This is an optimization exercise on Yosys and OpenROAD, whose aim is small area, a short achievable clock period and few clock cycles, not a production implementation.
Function was checked by simulation only, so behaviour that the tests miss may differ from the original.
Power is estimated from default activity; no workload was simulated.

## build 35
## window_mac5_acc
module window_mac5_acc #(
  parameter int WORD_WIDTH = window_mac5_acc_pkg::DEF_WORD_WIDTH,
  parameter int FRAC_BITS  = window_mac5_acc_pkg::DEF_FRAC_BITS,
  parameter int CNT_WIDTH  = 8
) (
  input  logic                  clk,
  input  logic                  rst,
  input  logic                  w_load,
  input  logic [2:0]            w_idx,
  input  logic [WORD_WIDTH-1:0] w_data,
  input  logic                  start,
  input  logic [CNT_WIDTH-1:0]  acc_len,
  input  logic                  in_valid,
  input  logic [WORD_WIDTH-1:0] data_in_0,
  input  logic [WORD_WIDTH-1:0] data_in_1,
  input  logic [WORD_WIDTH-1:0] data_in_2,
  input  logic [WORD_WIDTH-1:0] data_in_3,
  input  logic [WORD_WIDTH-1:0] data_in_4,
  output logic                  busy,
  output logic                  out_valid,
  output logic [WORD_WIDTH-1:0] out_data
);
  localparam int XW = WORD_WIDTH + 3;             
  localparam int SW = 2 * WORD_WIDTH + CNT_WIDTH + 2;   
  localparam int PW = SW;                         
  localparam int L1 = 5;                          
  localparam int L2 = 10;                         
  localparam int L3 = 15;
  localparam logic [CNT_WIDTH-1:0] DONE_CNT = CNT_WIDTH'(-7);
  localparam int CH = 5;                          
  localparam int NCH = (SW + CH - 1) / CH;
  logic [4:0][WORD_WIDTH-1:0] weight;
  logic [4:0][WORD_WIDTH-1:0] window;
  logic [4:0][XW-1:0] x_sum, x_keep, x_add, x_nxt;
  ...
clock: 7.5 ns
lec_check: 0
cap_margin: 20
core_margin: 2
core_utilization: 40
cts_cluster_diameter: 110
cts_cluster_size: 26
setup_slack_margin: 4.8
slew_margin: 20
standard.sh (not shown) runs the stock make flow with config.mk's settings and CLKGATE_MAP_FILE= SYNTH_SCRIPT=/design/flow/synth_recipe.tcl, a recipe that flattens the netlist after the stock synthesis.
==> flow/flow/run.sh <==
#!/bin/bash
set -euo pipefail
export BUFFER_PORTS_ARGS="-buffer_cell sky130_fd_sc_hd__buf_2"
bash standard.sh finish > standard.log 2>&1
Build 35 was carried through to the last stage, and its layout satisfied the timing, design-rule and antenna checks.
Testbench counts of build 35, summed over its fixed seeds: cycles 17,141.
What build 23 does differently from build 35 at the input level:
Settings: CTS_CLUSTER_DIAMETER now 100, was 110; SETUP_SLACK_MARGIN now 5.0, was 4.8; CTS_CLUSTER_SIZE now 22, was 26.
- The area of combinational cells with multiple inputs in build 35 is 0.933 times that in build 23.
- Delta(final instance area, build 23 - build 35) > 0
- Run comparison: build 23 critical-path cell with the highest stage delay sky130_fd_sc_hd__nor4_4; build 35 critical-path cell with the highest stage delay sky130_fd_sc_hd__or4_4
- Build 23 vs build 35: final hold slack down in build 23
- Compared to build 35, build 23 has layout-stage area growth over the synthesis result 9.4 points higher.
- Looking at maximum frequency across build 35 and build 23, the one that comes out lower is build 35.
#### Input delta (build 97 over build 23)
Settings: CTS_CLUSTER_DIAMETER: 100 -> unset; SETUP_SLACK_MARGIN: 5.0 -> 4.4; CTS_CLUSTER_SIZE: 22 -> unset.
Results
Diff build 97..build 23 | clock skew | negligible
On total met3 wirelength after detailed routing: build 97 sits above build 23.
Comparing build 23 and build 97, the lower minimum clock period was measured on build 23.
Build 97 ends up with a global-route usage that is 0.21 points lower than in build 23.
Build 97 ends up with a non-clock buffer count in the final layout that is 49% lower than in build 23.
Delta (build 97 minus build 23): post-route standard cell area excluding fillers now smaller, maximum clock rate now smaller, xor and xnor area share after synthesis comparable, final worst setup slack now smaller.
## Diff of input files: build 26 against build 97
Settings: swapping 4.4 for 4.6 in SETUP_SLACK_MARGIN; putting CTS_CLUSTER_DIAMETER at 100 where nothing was set; putting CTS_CLUSTER_SIZE at 22 where nothing was set.
Results
Count of inserted antenna diode cells: build 26 vs build 97 identical. Build 26 vs build 97: first-iteration DRC count down. From build 26 to build 97, area of the die did not move at all. Build 26: final total power is 16% lower than what build 97 reported. Going from build 97 to build 26, sequential share of layout area grows by 0.79 points. Transition at the pin with the smallest max-transition slack: build 26 < build 97.


job 590:
Another version of the RTL of window_mac5_acc (not shown whole).
Size in the first run: roughly 410 flip-flops, about 0.025 sq mm of cells after synthesis.
==> flow/design.v (excerpt) <==
module window_mac5_acc #(
  parameter int WORD_WIDTH = window_mac5_acc_pkg::DEF_WORD_WIDTH,
  parameter int FRAC_BITS  = window_mac5_acc_pkg::DEF_FRAC_BITS,
  parameter int CNT_WIDTH  = 8
) (
  input  logic                  clk,
  input  logic                  rst,
  input  logic                  w_load,
  input  logic [2:0]            w_idx,
  input  logic [WORD_WIDTH-1:0] w_data,
  input  logic                  start,
  input  logic [CNT_WIDTH-1:0]  acc_len,
  input  logic                  in_valid,
  input  logic [WORD_WIDTH-1:0] data_in_0,
  input  logic [WORD_WIDTH-1:0] data_in_1,
  input  logic [WORD_WIDTH-1:0] data_in_2,
  input  logic [WORD_WIDTH-1:0] data_in_3,
  input  logic [WORD_WIDTH-1:0] data_in_4,
  output logic                  busy,
  output logic                  out_valid,
  output logic [WORD_WIDTH-1:0] out_data
);
  localparam int XW = WORD_WIDTH + 3;             
  localparam int SW = 2 * WORD_WIDTH + CNT_WIDTH + 2;   
  localparam int PW = 35;                         
  localparam int L1 = 7;                          
  localparam int L2 = 13;
  localparam logic [CNT_WIDTH-1:0] DONE_CNT = CNT_WIDTH'(-7);
  localparam int CH = 5;                          
  localparam int NCH = (SW + CH - 1) / CH;
  logic [4:0][WORD_WIDTH-1:0] weight;
  logic [4:0][WORD_WIDTH-1:0] window;
  logic [4:0][XW-1:0] x_sum, x_keep, x_add, x_nxt;
  logic [4:0] x_c1, x_c2, c1_nxt, c2_nxt;
  logic [4:0] ring;
  logic [4:0] w_set;       
  logic [XW-1:0] xr, x_sel, x_pick;
  logic c1_sel, c2_sel;
  logic [WORD_WIDTH-1:0] w_sel;
  logic [WORD_WIDTH/2-1:0] one, two, neg, one_r, two_r, neg_r;
  logic [PW-1:0] pa, pb, pc, pa_r, pb_r, pc_r;
  logic [SW-1:0] acc, acc_nxt, total, pend;
  logic [NCH-2:0] acc_cy, cy_nxt;
  logic [CNT_WIDTH-1:0] cnt;
  logic accum;
  logic idle, busy_nx;
  logic [4:0] ring_nx, keep;
  logic go, accept, last, fire;
  logic [SW-FRAC_BITS-1:0] rounded;
  logic [WORD_WIDTH-1:0] result;
  logic in_range;
  assign window = {data_in_4, data_in_3, data_in_2, data_in_1, data_in_0};
  assign go = idle && start && acc_len != '0;
  assign accept = accum && in_valid;
  assign last = accept && cnt == CNT_WIDTH'(1);
  assign fire = !idle && !accum && cnt == DONE_CNT;
  assign busy_nx = idle ? go : !fire;
  ...
clock: 7.5 ns
lec_check: 0
cap_margin: 20
core_margin: 2
core_utilization: 40
cts_buf_list: sky130_fd_sc_hd__clkbuf_4 sky130_fd_sc_hd__clkbuf_8
setup_slack_margin: 4.2
slew_margin: 20
Scripts as last shown in full above: flow/flow/run.sh
Testbench counts of job 590, summed over its fixed seeds: cycles 17,141.
The inputs of job 6027 differ from those of job 590 as listed below.
# job 590
export LEC_CHECK = 0
export CAP_MARGIN = 20
export CORE_MARGIN = 2
export CORE_UTILIZATION = 40
export CTS_BUF_LIST = sky130_fd_sc_hd__clkbuf_4 sky130_fd_sc_hd__clkbuf_8
export SETUP_SLACK_MARGIN = 4.2
export SLEW_MARGIN = 20
create_clock -name core_clock -period 7.5 [get_ports {clk}]
# job 6027
export LEC_CHECK = 0
export CAP_MARGIN = 20
export CORE_MARGIN = 2
export CORE_UTILIZATION = 55
export SETUP_SLACK_MARGIN = 4.2
export SLEW_MARGIN = 20
create_clock -name core_clock -period 7.5 [get_ports {clk}]
==> results.txt <==
Of job 590 and job 6027, the lower fill cell total of the finished layout belongs to job 6027.
Share of the core filled with cells on job 6027 is up relative to job 590.
Re synthesized area per cell: no difference whatsoever between job 6027 and job 590.
Compared with job 590, in job 6027 minimum period implied by the final worst setup slack increased 0.017 ns; height of the chip decreased about 14%; post-route clock period utilization increased 0.23 points; detailed-route via count increased 2.0%; first-pass GRT wire length increased about 4%.
On post-detailed-placement cell area: job 6027 sits below job 590.
Ratio of routed vias to standard cells on job 6027 is up relative to job 590.
Diff job 590 and job 6027: part of the power in combinational logic lower in job 590
Changes in job 7459 relative to job 6027:
# job 6027
export LEC_CHECK = 0
export CAP_MARGIN = 20
export CORE_MARGIN = 2
export CORE_UTILIZATION = 55
export SETUP_SLACK_MARGIN = 4.2
export SLEW_MARGIN = 20
create_clock -name core_clock -period 7.5 [get_ports {clk}]
# job 7459
export LEC_CHECK = 0
export CAP_MARGIN = 20
export CORE_MARGIN = 2
export CORE_UTILIZATION = 40
export SETUP_SLACK_MARGIN = 4.2
export SLEW_MARGIN = 20
create_clock -name core_clock -period 7.5 [get_ports {clk}]
### Flow results
On final clock period utilization by the worst path, job 7459 tracks job 6027 almost exactly.
Job 7459 has sequential share of layout area below what job 6027 had.
~same smallest hold slack in job 6027 and job 7459
Job 7459 against job 6027: number of vias per cell has decreased, cell area after layout has increased.
Higher overall fraction of global-route tracks in use goes to job 6027 over job 7459.
Between job 6027 and job 7459, the total via count in the routed design is lower for job 7459.

separate check: timing with driven ports:
In the flow no input, the clock included, has a driving cell. The finished layouts below were timed again as built, in two steps. Step 1 sets driving cells, clkbuf_16 on the clock port and buf_2 on the other inputs (assumed; they add their load-dependent delay and slew). Step 2 times the ports against the registers' clock, not the clock port: input delays grow and output delays shrink by t, the midpoint of the rising clock arrivals with the driver on. Slacks: ideal / step 1 / step 2; pairs: ideal / step 1.
| run | t (ns) | setup slack, ns | worst data-port slew with drivers (ns) |
|---|---|---|---|
| build 35 | 0.615 | 4.556 / 4.556 / 4.132 | 0.08 |
| build 23 | 0.625 | 4.576 / 4.576 / 4.254 | 0.08 |
| build 97 | 0.637 | 4.506 / 4.506 / 3.964 | 0.07 |
| build 26 | 0.641 | 4.529 / 4.529 / 4.071 | 0.09 |
| job 590 | 0.714 | 4.309 / 4.309 / 3.688 | 0.09 |
| job 6027 | 0.651 | 4.292 / 4.292 / 3.756 | 0.08 |
| job 7459 | 0.629 | 4.299 / 4.299 / 3.803 | 0.08 |
After both steps setup and hold are still met in every run listed. The setup slack of job 590, which loses most, moves by 0.000 ns with the drivers and by -0.621 ns with both steps.
